This is an optimization exercise on Yosys and OpenROAD, whose aim is small area, a short achievable clock period and few clock cycles per item, not a production implementation.
In this exercise RTL edits were held to simulation tests only and were not proved equivalent to the original.

Design scheduled_led_soft_ramp_dimmer_core, start of the top module:
module scheduled_led_soft_ramp_dimmer_core (
  input  logic                clk_i,
  input  logic                rst_ni,
  input  logic                cfg_we_i,
  input  logic [CfgIdxW-1:0]  cfg_idx_i,
  input  logic [CfgDataW-1:0] cfg_wdata_i,
  input  logic                in_valid_i,
  output logic                in_ready_o,
  input  logic [20:0]         in_data_i,
  output logic                out_valid_o,
  input  logic                out_ready_i,
  output logic [65:0]         out_data_o
);
Size: about 3400 cells after synthesis, ~110 I/O pins, ~30000 sq um of cells after synthesis.
==> flow/config.mk <==
export PLATFORM = sky130hd
export DESIGN_NAME = scheduled_led_soft_ramp_dimmer_core
export DESIGN_NICKNAME = scheduled_led_soft_ramp_dimmer_core
export VERILOG_FILES = /design/flow/design.v
export SDC_FILE = /design/flow/constraint.sdc
export NUM_CORES = 4
export LEC_CHECK = 0
export CAP_MARGIN = 20
export CORE_MARGIN = 2
export CORE_UTILIZATION = 40
export SLEW_MARGIN = 20
==> flow/constraint.sdc <==
create_clock -name core_clock -period 10.0 [get_ports {clk_i}]
set_input_delay 2.0000 -clock core_clock [delete_from_list [all_inputs] [get_ports {clk_i}]]
set_output_delay 2.0000 -clock core_clock [all_outputs]
set_load 0.01 [all_outputs]
standard.sh (not shown) runs the stock make flow with config.mk's settings and CLKGATE_MAP_FILE= SYNTH_SCRIPT=/design/flow/synth_recipe.tcl, a recipe that flattens the netlist after the stock synthesis.
==> flow/flow/run.sh <==
#!/bin/bash
set -euo pipefail
bash standard.sh finish SETUP_SLACK_MARGIN=6 \
  'BUFFER_PORTS_ARGS=-buffer_cell sky130_fd_sc_hd__buf_1' > make.log 2>&1
The baseline finished clean.
Testbench counts at the start, summed over its fixed seeds: cycles 4,549, items 3,822.
==> next run, changes <==
==> flow/flow/run.sh (replaced) <==
#!/bin/bash
set -euo pipefail
bash standard.sh floorplan SETUP_SLACK_MARGIN=3 \
  'BUFFER_PORTS_ARGS=-buffer_cell sky130_fd_sc_hd__buf_2' > make_floorplan.log 2>&1
bash standard.sh finish SETUP_SLACK_MARGIN=6 \
  'BUFFER_PORTS_ARGS=-buffer_cell sky130_fd_sc_hd__buf_2' > make.log 2>&1
After rerunning:
- global-route usage falls by 0.66 points
- setup slack gains 0.057 ns
- fmax rises by 1.5%
- register-to-register slack gains 0.11 ns
- wire length falls by 2.5%
- count of clock-buffer cells in the layout rises by 16
- non-clock buffer count falls by 1

* * *

== exp/yarrow ==
Another version of the RTL of scheduled_led_soft_ramp_dimmer_core (not shown whole).
Size in the first run: about 410 flip-flops, ~110 I/O pins.
clock: 10.0 ns
lec_check: 0
cap_margin: 20
core_margin: 2
core_utilization: 40
slew_margin: 20
==> flow/flow/run.sh <==
#!/bin/bash
set -euo pipefail
bash standard.sh finish SETUP_SLACK_MARGIN=6 \
  'BUFFER_PORTS_ARGS=-buffer_cell sky130_fd_sc_hd__buf_2' > make.log 2>&1
Testbench counts of exp/yarrow, summed over its fixed seeds: cycles 4,549, items 3,822.
Setup changes, exp/yarrow to exp/garnet
==> flow/flow/run.sh <==
#!/bin/bash
set -euo pipefail
bash standard.sh finish SETUP_SLACK_MARGIN=6.25 \
  'BUFFER_PORTS_ARGS=-buffer_cell sky130_fd_sc_hd__buf_2' > make.log 2>&1
==> run notes <==
The share of layout cells above drive strength 1 of exp/garnet exceeds that of exp/yarrow by 2.9 points.
exp/garnet vs. exp/yarrow: worst setup slack up 0.22 ns, number of antenna violations at the first check in global routing down 3, global routing usage on met2 up 0.99 points, total clock sinks flat.
Changes observed in exp/garnet relative to exp/yarrow: number of pins with negative max-slew slack in the final report increased by 7 relative to the old numbers, wire length grew by about 3.7%, design area rose 2.6%, area added between synthesis and finish rose 3.0 points.
exp/yarrow and exp/garnet: one clean run, exp/yarrow; the rest did not finish clean.

* * *

Setup of run a:
scheduled_led_soft_ramp_dimmer_core, a different RTL version from the one above (not shown whole).
Size: roughly 3400 cells after synthesis, roughly 410 flip-flops, ~31000 um^2 of cells after synthesis.
Settings: LEC_CHECK=0, CAP_MARGIN=20, CORE_MARGIN=2, CORE_UTILIZATION=40, SLEW_MARGIN=20; clock period 10.0 ns.
==> flow/flow/run.sh <==
#!/bin/bash
set -euo pipefail
bash standard.sh finish SETUP_SLACK_MARGIN=5.5 > make.log 2>&1
Run a did not stop at any stage, and its layout met the timing, DRC and antenna checks.
Testbench counts of run a, summed over its fixed seeds: cycles 4,579, items 3,822.
### run a -> run b
Settings: CORE_UTILIZATION: 40 -> 60.
==> flow/flow/run.sh <==
#!/bin/bash
set -euo pipefail
bash standard.sh finish SETUP_SLACK_MARGIN=6 > make.log 2>&1
### Flow results
The routed wire length of run b was inferior to that of run a.
Global-route usage was higher in run b than in run a.
Shortest clock period the worst path allows after layout: run b lower than run a
For the DRC violation total after the first TritonRoute iteration, run b came in about 28% higher than run a did.
Summary of run b over run a: clock-buffer cell count saw a decrease; later-pin clock latency in the skew report saw little to no change; starting density of the core saw an increase; worst hold margin saw a decrease.
Via count of the first global-routing pass for run b is higher than for run a.

* * *

Setup of run 1:
scheduled_led_soft_ramp_dimmer_core with an RTL version that a note above also has.
Size: ~30000 µm² of cells after synthesis.
clock: 10.0 ns
lec_check: 0
cap_margin: 20
core_margin: 2
core_utilization: 40
cts_buf_list: sky130_fd_sc_hd__clkbuf_4 sky130_fd_sc_hd__clkbuf_8
slew_margin: 20
==> flow/flow/run.sh <==
#!/bin/bash
set -euo pipefail
bash standard.sh finish SETUP_SLACK_MARGIN=6 \
  'BUFFER_PORTS_ARGS=-buffer_cell sky130_fd_sc_hd__buf_2' > make.log 2>&1
Run 1 finished end to end and its layout was clean on timing, DRC and antenna.
Testbench counts of run 1, summed over its fixed seeds: cycles 4,549, items 3,822.
For run 2, these inputs were changed with respect to run 1:
# run 1
export LEC_CHECK = 0
export CAP_MARGIN = 20
export CORE_MARGIN = 2
export CORE_UTILIZATION = 40
export CTS_BUF_LIST = sky130_fd_sc_hd__clkbuf_4 sky130_fd_sc_hd__clkbuf_8
export SLEW_MARGIN = 20
create_clock -name core_clock -period 10.0 [get_ports {clk_i}]
# run 2
export LEC_CHECK = 0
export CAP_MARGIN = 20
export CORE_MARGIN = 2
export CORE_UTILIZATION = 40
export SLEW_MARGIN = 20
create_clock -name core_clock -period 10.0 [get_ports {clk_i}]
==> flow/flow/run.sh <==
#!/bin/bash
set -euo pipefail
bash standard.sh finish SETUP_SLACK_MARGIN=6.25 \
  'BUFFER_PORTS_ARGS=-buffer_cell sky130_fd_sc_hd__buf_2' > make.log 2>&1
Area: run 2 vs run 1 -> run 2 larger. Overall global routing resource usage sits lower in run 2 than in run 1. Setup slack is higher on run 2.
[inputs] run 3 vs run 2
# run 2
export LEC_CHECK = 0
export CAP_MARGIN = 20
export CORE_MARGIN = 2
export CORE_UTILIZATION = 40
export SLEW_MARGIN = 20
create_clock -name core_clock -period 10.0 [get_ports {clk_i}]
# run 3
export LEC_CHECK = 0
export CAP_MARGIN = 20
export CORE_MARGIN = 2
export CORE_UTILIZATION = 40
export PLACE_DENSITY = 0.75
export SLEW_MARGIN = 20
create_clock -name core_clock -period 10.0 [get_ports {clk_i}]
==> flow/flow/run.sh <==
#!/bin/bash
set -euo pipefail
bash standard.sh finish SETUP_SLACK_MARGIN=6 \
  'BUFFER_PORTS_ARGS=-buffer_cell sky130_fd_sc_hd__buf_2' > make.log 2>&1
### Flow results
- Clock skew in run 3 is 16 ps lower than in run 2
- Worst setup slack for register-to-register paths: lower on run 3
- Summary: with run 2 as the reference, final cell area excluding filler cells in run 3 moved down by a few percent.
- In the flow results for run 3 and run 2, the detailed-route wire length is larger on run 2.
- Compare run 3 and run 2 | worst setup margin lower: run 3
- Run 2 → run 3: count of hold-fix buffers inserted at cts essentially unchanged, average detailed-routed wire length per instance decreased about 1.9%.
- Comparing run 3 and run 2, the lower share of post-route cells with drive strength above 1 was measured on run 3.
Inputs modified between run 3 and run 4:
# run 3
export LEC_CHECK = 0
export CAP_MARGIN = 20
export CORE_MARGIN = 2
export CORE_UTILIZATION = 40
export PLACE_DENSITY = 0.75
export SLEW_MARGIN = 20
create_clock -name core_clock -period 10.0 [get_ports {clk_i}]
# run 4
export LEC_CHECK = 0
export CAP_MARGIN = 20
export CORE_MARGIN = 2
export CORE_UTILIZATION = 40
export SLEW_MARGIN = 20
create_clock -name core_clock -period 10.0 [get_ports {clk_i}]
==> flow/flow/run.sh <==
#!/bin/bash
set -euo pipefail
bash standard.sh finish SETUP_SLACK_MARGIN=6 > make.log 2>&1
==> run notes <==
Run 4 against run 3: number of nets still failing antenna checks after routing closely matched the old numbers, largest net degree at the start of global routing increased by 34 relative to the old numbers, global-route track usage on met1 increased by 3.1 points relative to the old numbers, register share of the cell area decreased by 1.1 points relative to the old numbers.
Run 4 leaves more setup margin than run 3.

* * *

scheduled_led_soft_ramp_dimmer_core, a different RTL version from the one above (not shown whole).
Size in the first run: roughly 3700 cells after synthesis, roughly 400 flip-flops.
==> flow/design.v (excerpt) <==
module scheduled_led_soft_ramp_dimmer_core (
  input  logic                clk_i,
  input  logic                rst_ni,
  input  logic                cfg_we_i,
  input  logic [CfgIdxW-1:0]  cfg_idx_i,
  input  logic [CfgDataW-1:0] cfg_wdata_i,
  input  logic                in_valid_i,
  output logic                in_ready_o,
  input  logic [20:0]         in_data_i,
  output logic                out_valid_o,
  input  logic                out_ready_i,
  output logic [65:0]         out_data_o
);
  logic [2:0][9:0] tgt_q;
  logic [16:0]     wstart_q, wstop_q;
  logic            smooth_q;
  logic [9:0]      dv_q;      
  logic [9:0]      step_q;
  always_ff @(posedge clk_i or negedge rst_ni) begin
    if (!rst_ni) begin
      tgt_q    <= '0;
      wstart_q <= '0;
      wstop_q  <= '0;
      smooth_q <= 1'b0;
      dv_q     <= DivisorReset;
      step_q   <= StepReset;
    end else if (cfg_we_i) begin
      case (cfg_idx_i)
        3'd0: tgt_q[0] <= cfg_wdata_i[9:0];
        3'd1: tgt_q[1] <= cfg_wdata_i[9:0];
        3'd2: tgt_q[2] <= cfg_wdata_i[9:0];
        3'd3: wstart_q <= cfg_wdata_i;
        3'd4: wstop_q  <= cfg_wdata_i;
        3'd5: smooth_q <= cfg_wdata_i[0];
  ...
export LEC_CHECK = 0
export CAP_MARGIN = 20
export CORE_MARGIN = 2
export CORE_UTILIZATION = 40
export SLEW_MARGIN = 20
create_clock -name core_clock -period 10.0 [get_ports {clk_i}]
==> flow/flow/run.sh <==
#!/bin/bash
set -euo pipefail
bash standard.sh finish SETUP_SLACK_MARGIN=6.5 > make.log 2>&1
Testbench counts at the start, summed over its fixed seeds: cycles 4,547, items 3,822.
Rerun with:
==> flow/flow/run.sh (replaced) <==
#!/bin/bash
set -euo pipefail
bash standard.sh finish SETUP_SLACK_MARGIN=7 > make.log 2>&1
After rerunning:
- synthesized cell count is unchanged
- count of clock-buffer cells in the layout increases by 8
- fmax decreases by about 0.35%
- global-route usage increases by 2.0 points
Rerun with:
==> flow/run.sh (new file) <==
#!/bin/bash
# synth_recipe.tcl (not shown) runs the flow's synth.tcl, then flattens the netlist and writes it again
# the make line also repeats each setting of config.mk as NAME=value (left out here)
make -C /OpenROAD-flow-scripts/flow DESIGN_CONFIG=/design/flow/config.mk WORK_HOME=/design/flow/orfs CLKGATE_MAP_FILE= SYNTH_SCRIPT=/design/flow/synth_recipe.tcl finish
--- a/flow/config.mk
+++ b/flow/config.mk
@@ -10,2 +10,3 @@
 export CORE_UTILIZATION = 40
+export SETUP_SLACK_MARGIN = 5
 export SLEW_MARGIN = 20
removed: flow/flow/run.sh
removed: flow/standard.sh
Sequential cell count does not change.
Utilization falls by 12 points.
Clock-buffer cell count falls by 2.
Routed wire length falls by about a fifth.

-- separate check: timing with driven ports --
The flow's constraints put no driver on any port. The routed layouts listed below were extracted and timed again, unchanged, in two steps.
Step 1, drivers: a clkbuf_16 drives clk_i and a buf_2 each remaining input, both assumed.
Step 2 adds t to the input delays and takes it off the output delays; t is the mean of the earliest and latest rising clock arrival at the registers after step 1. Input paths then give back, and output paths get back, about the clock's delay inside the block.
Slacks: ideal / step 1 / step 2; pairs: ideal / step 1.
run	shift t [ns]	setup slack, ns	worst setup path after step 2	worst register clock-pin slew, ns	cell pins on the clock port's net
the first run of note 1	0.665	5.998 / 5.998 / 5.471	input to register	0.07 / 0.07	1
the second run of note 1	0.663	6.055 / 6.055 / 5.391	input to register	0.06 / 0.06	1
exp/yarrow	0.682	5.997 / 5.997 / 5.445	input to register	0.07 / 0.07	1
exp/garnet	0.675	6.215 / 6.215 / 5.647	input to register	0.07 / 0.07	1
run a	0.669	5.645 / 5.663 / 4.995	input to register	0.06 / 0.06	1
run b	0.664	6.019 / 6.019 / 5.488	input to register	0.07 / 0.07	1
run 1	0.734	6.005 / 6.050 / 5.315	input to register	0.07 / 0.07	1
run 2	0.697	6.210 / 6.210 / 5.648	input to register	0.07 / 0.07	1
run 3	0.669	6.018 / 6.018 / 5.451	input to register	0.07 / 0.07	1
run 4	0.671	6.065 / 6.065 / 5.440	input to register	0.07 / 0.07	1
the first run of note 5	0.672	6.282 / 6.282 / 5.689	input to register	0.07 / 0.07	1
the second run of note 5	0.688	6.269 / 6.269 / 5.641	input to register	0.07 / 0.07	1
the third run of note 5	0.682	5.090 / 5.090 / 4.524	input to register	0.07 / 0.07	1
For run 1, which loses most, drivers alone change the setup slack by +0.045 ns; drivers and shift together by -0.690 ns.
